This design comes from an exercise in tuning for a short achievable clock period and few clock cycles per item on the open sky130 flow, not from production work. In this exercise RTL edits were held to simulation tests only and were not proved equivalent to the original. No activity file was given, so power comes from the tool's default toggle rates.

==> design/flow/config.mk <==
export PLATFORM = sky130hd
export DESIGN_NAME = led_matrix_blink_framebuffer
export DESIGN_NICKNAME = led_matrix_blink_framebuffer
export VERILOG_FILES = /design/flow/design.v
export SDC_FILE = /design/flow/constraint.sdc
export NUM_CORES = 4
export LEC_CHECK = 0
export CAP_MARGIN = 20
export CORE_MARGIN = 2
export CORE_UTILIZATION = 40
export SLEW_MARGIN = 20
==> design/flow/constraint.sdc <==
create_clock -name core_clock -period 5.0 [get_ports {clk}]
set_input_delay 1.0000 -clock core_clock [delete_from_list [all_inputs] [get_ports {clk}]]
set_output_delay 1.0000 -clock core_clock [all_outputs]
set_load 0.01 [all_outputs]
==> design/flow/design.v <==
`timescale 1ns / 1ps
`default_nettype none
package led_fb_pkg;
  localparam int MATRICES_DEFAULT = 4;
  localparam int ROWS             = 8;
  localparam logic [7:0] BLANK_ROW = 8'h00;
  typedef enum logic [2:0] {
    OP_SET_ROW     = 3'd0,
    OP_PIXEL_ON    = 3'd1,
    OP_PIXEL_OFF   = 3'd2,
    OP_BLINK_ROW   = 3'd3,
    OP_BLINK_PIXEL = 3'd4,
    OP_CLEAR       = 3'd5,
    OP_REFRESH     = 3'd6
  } op_t;
  typedef struct packed {
    logic load_item;      
    logic write_back;     
    logic clear_matrix;   
    logic cnt_clear;      
    logic fetch;          
    logic load_out;       
    logic cnt_step;       
  } cmd_t;
  typedef struct packed {
    logic is_refresh;
    logic is_update;
    logic is_clear;
    logic cnt_last;
    logic out_free;
  } status_t;
endpackage
`default_nettype wire
`timescale 1ns / 1ps
`default_nettype none
import led_fb_pkg::*;
module led_fb_datapath
#(
  parameter int MATRICES = MATRICES_DEFAULT
) (
  input  wire logic       clk,
  input  wire logic       rst,
  input  led_fb_pkg::cmd_t cmd,
  output led_fb_pkg::status_t status,
  input  wire logic [2:0] operation,
  input  wire logic [1:0] matrix,
  input  wire logic [3:0] row,
  input  wire logic [3:0] column,
  input  wire logic [7:0] pattern,
  output logic            out_valid,
  input  wire logic       out_stall,
  output logic [1:0]      matrix_select,
  output logic [3:0]      digit_address,
  output logic [7:0]      row_data,
  output logic            phase,
  output logic            last
);
  localparam int MAT_W = (MATRICES > 1) ? $clog2(MATRICES) : 1;
  localparam int AW    = MAT_W + 3;
  localparam int DEPTH = ROWS * MATRICES;
  logic [7:0]       a_mem [DEPTH];
  logic [7:0]       b_mem [DEPTH];
  logic [DEPTH-1:0] row_valid;
  logic [7:0]       rd_a;
  logic [7:0]       rd_b;
  logic             rd_v;
  logic [7:0]       cur_a;
  logic [7:0]       cur_b;
  logic [2:0]       op_q;
  logic [AW-1:0]    idx_q;
  logic [7:0]       pat_q;
  logic [7:0]       mask_q;
  logic [2:0]       row_cnt;
  logic [MAT_W-1:0] mat_cnt;
  logic             ph_cnt;
  logic [4:0]       mat_ext;
  logic [4:0]       cnt_ext;
  logic             matrix_ok;
  logic             row_ok;
  logic             col_ok;
  logic [2:0]       row_idx;
  logic [2:0]       col_idx;
  logic [AW-1:0]    item_idx;
  logic [AW-1:0]    rd_addr;
  logic             rd_en;
  logic [7:0]       new_a;
  logic [7:0]       new_b;
  logic             row_end;
  logic             mat_end;
  assign mat_ext   = 5'(matrix);
  assign matrix_ok = (mat_ext < 5'(MATRICES));
  assign row_ok    = (row >= 4'd1) && (row <= 4'(ROWS));
  assign col_ok    = (column >= 4'd1) && (column <= 4'(ROWS));
  assign row_idx   = 3'(row - 4'd1);
  assign col_idx   = 3'(column - 4'd1);
  assign item_idx  = {mat_ext[MAT_W-1:0], row_idx};
  assign row_end = (row_cnt == 3'(ROWS - 1));
  assign mat_end = (mat_cnt == MAT_W'(MATRICES - 1));
  always_comb begin
    status.is_refresh = (operation == OP_REFRESH);
    status.is_clear   = (operation == OP_CLEAR) && matrix_ok;
    status.cnt_last   = ph_cnt && mat_end && row_end;
    status.out_free   = !out_valid || !out_stall;
    status.is_update  = 1'b0;
    unique case (operation)
      OP_SET_ROW, OP_BLINK_ROW: status.is_update = matrix_ok && row_ok;
      OP_PIXEL_ON, OP_PIXEL_OFF, OP_BLINK_PIXEL:
        status.is_update = matrix_ok && row_ok && col_ok;
      default: status.is_update = 1'b0;
    endcase
  end
  assign rd_en   = cmd.load_item || cmd.fetch;
  assign rd_addr = cmd.load_item ? item_idx : {mat_cnt, row_cnt};
  always_ff @(posedge clk) begin
    if (rd_en) begin
      rd_a <= a_mem[rd_addr];
      rd_b <= b_mem[rd_addr];
      rd_v <= row_valid[rd_addr];
    end
    if (cmd.write_back) begin
      a_mem[idx_q] <= new_a;
      b_mem[idx_q] <= new_b;
    end
  end
  assign cur_a = rd_v ? rd_a : BLANK_ROW;
  assign cur_b = rd_v ? rd_b : BLANK_ROW;
  always_comb begin
    new_a = cur_a;
    new_b = cur_b;
    unique case (op_q)
      OP_SET_ROW: begin
        new_a = pat_q;
        new_b = pat_q;
      end
      OP_BLINK_ROW: begin
        new_a = pat_q;
        new_b = BLANK_ROW;
      end
      OP_PIXEL_ON: begin
        new_a = cur_a | mask_q;
        new_b = cur_b | mask_q;
      end
      OP_PIXEL_OFF: begin
        new_a = cur_a & ~mask_q;
        new_b = cur_b & ~mask_q;
      end
      OP_BLINK_PIXEL: begin
        new_a = cur_a | mask_q;
        new_b = cur_b & ~mask_q;
      end
      default: begin
        new_a = cur_a;
        new_b = cur_b;
      end
    endcase
  end
  always_ff @(posedge clk) begin
    if (cmd.load_item) begin
      op_q   <= operation;
      idx_q  <= item_idx;
      pat_q  <= pattern;
      mask_q <= 8'b1 << col_idx;
    end
  end
  always_ff @(posedge clk) begin
    if (rst) begin
      row_valid <= '0;
    end else begin
      if (cmd.write_back) begin
        row_valid[idx_q] <= 1'b1;
      end
      if (cmd.clear_matrix) begin
        for (int i = 0; i < DEPTH; i++) begin
          if (i[AW-1:3] == mat_ext[MAT_W-1:0]) begin
            row_valid[i] <= 1'b0;
          end
        end
      end
    end
  end
  always_ff @(posedge clk) begin
    if (rst || cmd.cnt_clear) begin
      row_cnt <= '0;
      mat_cnt <= '0;
      ph_cnt  <= 1'b0;
    end else if (cmd.cnt_step) begin
      row_cnt <= row_cnt + 3'd1;
      if (row_end) begin
        if (mat_end) begin
          mat_cnt <= '0;
          ph_cnt  <= !ph_cnt;
        end else begin
          mat_cnt <= mat_cnt + MAT_W'(1);
        end
      end
    end
  end
  assign cnt_ext = 5'(mat_cnt);
  always_ff @(posedge clk) begin
    if (rst) begin
      out_valid <= 1'b0;
    end else if (cmd.load_out) begin
      out_valid <= 1'b1;
    end else if (!out_stall) begin
      out_valid <= 1'b0;
    end
  end
  always_ff @(posedge clk) begin
    if (cmd.load_out) begin
      matrix_select <= cnt_ext[1:0];
      digit_address <= {1'b0, row_cnt} + 4'd1;
      row_data      <= ph_cnt ? cur_b : cur_a;
      phase         <= ph_cnt;
      last          <= status.cnt_last;
    end
  end
endmodule
`default_nettype wire
`timescale 1ns / 1ps
`default_nettype none
import led_fb_pkg::*;
module led_fb_ctrl
(
  input  wire logic    clk,
  input  wire logic    rst,
  input  wire logic    in_valid,
  output logic         in_stall,
  input  led_fb_pkg::status_t status,
  output led_fb_pkg::cmd_t cmd
);
  typedef enum logic [1:0] {
    ST_IDLE,
    ST_MODIFY,
    ST_FETCH,
    ST_EMIT
  } state_t;
  state_t state;
  state_t state_next;
  logic   accept;
  assign in_stall = (state != ST_IDLE);
  assign accept   = in_valid && !in_stall;
  always_comb begin
    cmd        = '0;
    state_next = state;
    unique case (state)
      ST_IDLE: begin
        if (accept) begin
          if (status.is_refresh) begin
            cmd.cnt_clear = 1'b1;
            state_next    = ST_FETCH;
          end else if (status.is_update) begin
            cmd.load_item = 1'b1;
            state_next    = ST_MODIFY;
          end else if (status.is_clear) begin
            cmd.clear_matrix = 1'b1;
          end
        end
      end
      ST_MODIFY: begin
        cmd.write_back = 1'b1;
        state_next     = ST_IDLE;
      end
      ST_FETCH: begin
        cmd.fetch  = 1'b1;
        state_next = ST_EMIT;
      end
      ST_EMIT: begin
        if (status.out_free) begin
          cmd.load_out = 1'b1;
          cmd.cnt_step = 1'b1;
          state_next   = status.cnt_last ? ST_IDLE : ST_FETCH;
        end
      end
      default: state_next = ST_IDLE;
    endcase
  end
  always_ff @(posedge clk) begin
    if (rst) begin
      state <= ST_IDLE;
    end else begin
      state <= state_next;
    end
  end
endmodule
`default_nettype wire
`timescale 1ns / 1ps
`default_nettype none
import led_fb_pkg::*;
module led_matrix_blink_framebuffer
#(
  parameter int MATRICES = MATRICES_DEFAULT
) (
  input  wire logic       clk,
  input  wire logic       rst,
  input  wire logic       in_valid,
  output logic            in_stall,
  input  wire logic [2:0] operation,
  input  wire logic [1:0] matrix,
  input  wire logic [3:0] row,
  input  wire logic [3:0] column,
  input  wire logic [7:0] pattern,
  output logic            out_valid,
  input  wire logic       out_stall,
  output logic [1:0]      matrix_select,
  output logic [3:0]      digit_address,
  output logic [7:0]      row_data,
  output logic            phase,
  output logic            last
);
  led_fb_pkg::cmd_t    cmd;
  led_fb_pkg::status_t status;
  led_fb_ctrl u_ctrl (
    .clk      (clk),
    .rst      (rst),
    .in_valid (in_valid),
    .in_stall (in_stall),
    .status   (status),
    .cmd      (cmd)
  );
  led_fb_datapath #(
    .MATRICES (MATRICES)
  ) u_datapath (
    .clk           (clk),
    .rst           (rst),
    .cmd           (cmd),
    .status        (status),
    .operation     (operation),
    .matrix        (matrix),
    .row           (row),
    .column        (column),
    .pattern       (pattern),
    .out_valid     (out_valid),
    .out_stall     (out_stall),
    .matrix_select (matrix_select),
    .digit_address (digit_address),
    .row_data      (row_data),
    .phase         (phase),
    .last          (last)
  );
endmodule
`default_nettype wire
==> design/flow/run.sh <==
#!/bin/bash
# synth_recipe.tcl (not shown) runs the flow's synth.tcl, then flattens the netlist and writes it again
# the make line also repeats each setting of config.mk as NAME=value (left out here)
make -C /OpenROAD-flow-scripts/flow DESIGN_CONFIG=/design/flow/config.mk WORK_HOME=/design/flow/orfs CLKGATE_MAP_FILE= SYNTH_SCRIPT=/design/flow/synth_recipe.tcl finish
==> results.json <==
{
  "synth_seq_cells": 610,
  "comb_power_share_pct": 6.4,
  "synth.cell_area_um2": 26400,
  "seq_area_frac_synth_pct": 67.9,
  "htreeDepth": 3,
  "rows": 94,
  "num-nets-final": 2068,
  "grt_pass1_wl_um": 111000,
  "relSlewSlack_pct": 26.7,
  "final_hold_viol_count": 0,
  "viasPerCell": 5.90,
  "ir_worst_vdd_uv": 229,
  "skew_ps": 26.2,
  "final_core_util_pct": 46.7,
  "status": "timing/DRC/antenna clean",
  "synth_largest_area_cell": "edfxtp_1",
  "clkSlewWorstSetupHoldPaths_ps": 60,
  "syn_area_per_cell_um2": 13.7,
  "total_power_mw": 11.1,
  "grt_antenna_before_repair": 1,
  "cp.required_ps": 5480,
  "synth-edff-count": 569,
  "pre_cts_slack_ps": -26.5,
  "p_leak_nw": 9.68,
  "clkPwrFrac_pct": 42.5,
  "wl_um": 76200,
  "intPower_mw": 8.60,
  "cts_hold_buffers": 0,
  "antenna_left": 0,
  "track_usage_pct": 22.3,
  "criticalPathCategory": "input pin to flop",
  "drv_cap": 0,
  "setup_slack_ps": 499,
  "clock_sinks": 610,
  "timing.setup.tns_ps": 0,
  "power_per_cell_area_nw_per_um2": 364,
  "die_area_um2": 68000,
  "overflow": 0,
  "setup-violations-final": 0,
  "drive_gt1_share_pct": 13.3,
  "swShare_pct": 22.6,
  "max_freq_mhz": 222,
  "route.detailed.drc": 0,
  "rsz0062_at_grt": "no",
  "cts_tree": "yes",
  "min_period_ps": 4500,
  "postCtsSetupRepairBufs": 0,
  "hold_class": "flop to flop",
  "cp-start-kind": "input pin",
  "final_max_slew_viol_count": 0,
  "period_share_pct": 90.0,
  "synth_warnings": 2,
  "yosys-top-cells-area": "edfxtp_1 (65%), a211oi_1 (5.4%), a21boi_0 (4.4%)",
  "grt_max_degree": 126,
  "ios": 43,
  "crit_fanout": 35,
  "seqPwrFrac_pct": 51.1,
  "worstMarginPinSlew_ps": 1100,
  "drt_first_pass_iters": 7,
  "gp_congestion": 0.877,
  "ctsResizeCount": 0,
  "netlist-cell-type-count": 70,
  "synth_top_area_share_pct": 64.8,
  "p_sw_mw": 2.52,
  "cts_root_buffer": "clkbuf_16",
  "drt_iter0_drc": 1825,
  "grt_pass1_vias": 16700,
  "synth_nets": 1958,
  "initial_utilization_pct": 40.3,
  "synth_ff_type": "edfxtp_1",
  "io_buffers": 42,
  "arrival_ps": 4980,
  "die_y_um": 261,
  "fillers": 5576,
  "clk_latency_ps": 620,
  "core_region_area_um2": 65500,
  "dp_hpwl_um": 45700,
  "cp-end-kind": "flop",
  "async_reset_ff_share_pct": 0,
  "synth_cells": 1923,
  "vias": 17400,
  "synthToLayoutAreaGrowth_pct": 15.8,
  "cts_buffers": 67,
  "fp.dieW_um": 261,
  "clk_path_buf_depth": 3,
  "wl_per_cell_um": 25.9
}
-- final timing paths --
kind | from | to | slack (ps) | depth (start not counted)
setup / recovery | row[0] | u_datapath.rd_a[5] | 500 | 14
hold / removal | u_datapath.row_valid[24] | u_datapath.row_valid[24] | 470 | 2
setup reg to reg | u_ctrl.state[1] | u_datapath.rd_a[5] | 1350 | 10
hold reg to reg | u_datapath.row_valid[24] | u_datapath.row_valid[24] | 470 | 2
-- synth_stat cells, drive strengths merged (13+ instances only) --
cell type and n:
dfxtp 41, nor2b 18, edfxtp 569, a211oi 194, and4 18, a22oi 35
a21boi 156, a21oi 56, o21ai 26, o22ai 13, a2111oi 52, nand3 30
clkbuf 84, a221oi 17, a22o 18, nor2 145, buf 62, mux2i 88
nand2 183
-- layout by cell type, fill, tap and decap left out, types with 13 or more instances in the layout --
cell type and instances:
o22ai_2 13, a211oi_1 190, clkbuf_1 17, clkinv_1 13, a22o_1 18, and4_1 18
nor2b_1 18, nand2_1 183, a2111oi_0 51, edfxtp_1 569, nor2_1 143, buf_4 133
o21ai_0 24, clkbuf_16 69, a21oi_1 55, clkdlybuf4s50_1 42, a21boi_0 154, mux2i_1 88
dfxtp_1 41, a221oi_1 17, a22oi_1 34, nand3_1 29
-- logic make-up (layout without fill, tap and decap cells) --
| logic type | count (synthesis) | count (layout) | share of synthesized area [%] |
|---|---|---|---|
| DFF | 610 | 610 | 67.9 |
| AOI/OAI and AO/OA | 607 | 607 | 17.5 |
| and+or+nand+nor | 445 | 445 | 7.66 |
| buffers and inverters | 155 | 310 | 2.94 |
| muxes | 88 | 88 | 3.34 |
| adders and majority gates | 10 | 10 | 0.474 |
| xor gates and xnor gates | 8 | 8 | 0.266 |
| other | 0 | 1 | 0 |
-- worst max-delay path: stages --
cell and delay [ps]:
clkdlybuf4s50_1 500, inv_1 130, ha_1 190, nor2b_1 170, mux2i_1 300, nand2_1 250
o21ai_4 270, and2_4 390, buf_12 250, buf_12 240, mux2i_1 100, a2111oi_0 720
buf_4 240, and4_1 170
-- stage by stage --
stage                     area, µm²  hold slack (ps)  cells
final                         30600              467   2943
after global placement        28500              445   2827
after CTS                     30500              464   2941
after detailed placement      28500              448   2827
after floorplan               26400              406   1923
after global routing          30600              483   2942
-- sequential cells by signal, indices dropped and copies added, names as in the netlist, 3 cells and up --
signal	count
u_datapath.rd_b	8
u_datapath.row_valid	32
u_datapath.row_cnt	3
u_datapath.digit_address	4
u_datapath.pat_q	8
u_datapath.mask_q	8
u_datapath.op_q	3
u_datapath.idx_q	5
u_datapath.rd_a	8
u_datapath.a_mem	256
u_datapath.row_data	8
u_datapath.b_mem	256
-- layer usage --
layer | up-vias | wire length (µm) | global-route usage (%)
met1 | 8749 | 31900 | 30.5
met2 | 693 | 35700 | 35.3
met3 | 155 | 5430 | 3.79
met5 | - | 0 | 0
li1 | 7763 | - | -
met4 | 0 | 3220 | 9.32
-- power by group through the flow --
stage          logic [mW]  registers [mW]  clock network, mW
3_5_place_dp        0.698            5.78                  0
3_3_place_gp        0.684            5.78                  0
4_1_cts             0.701            5.68               4.80
5_1_grt             0.755            5.68               5.00
2_1_floorplan       0.392            5.77                  0
6_report            0.712            5.68               4.72
-- layout make-up --
type / count / area, µm² / area share (%)
clock buffers: 86 / 1790 / 5.86
repair buffers: 187 / 1670 / 5.45
well taps: 864 / 1080 / 3.54
diodes: 1 / 2.50 / 0.00819
clock inverters: 28 / 274 / 0.897
multi-input cells: 1158 / 7810 / 25.5
inverters: 9 / 33.8 / 0.111
flip-flops and latches: 610 / 17900 / 58.6
Testbench counts, summed over its fixed seeds: cycles 21,160, items 2,560.

port drivers added, routing unchanged:
How much do the figures lean on ideal ports? The routed layout below was timed once more, with nothing changed but the port constraints. Step 1, drivers: a clkbuf_16 drives clk and a buf_2 each remaining input, both assumed. Step 2, shift: input delay + t, output delay - t, t = (earliest + latest rising clock arrival at the registers) / 2. This alone moves slack from input paths to output paths. Three values: ideal, step 1, step 2; two values: the first two.
t, ns: 0.665
setup WS [ns]: 0.499 / 0.531 / -0.134
worst setup path after step 2: input to register
worst data-port slew with drivers (ns): 0.04
With both steps, setup timing fails in this run, where it was met with ideal ports. The setup slack of this run moves by +0.032 ns with the drivers and by -0.633 ns with both steps.
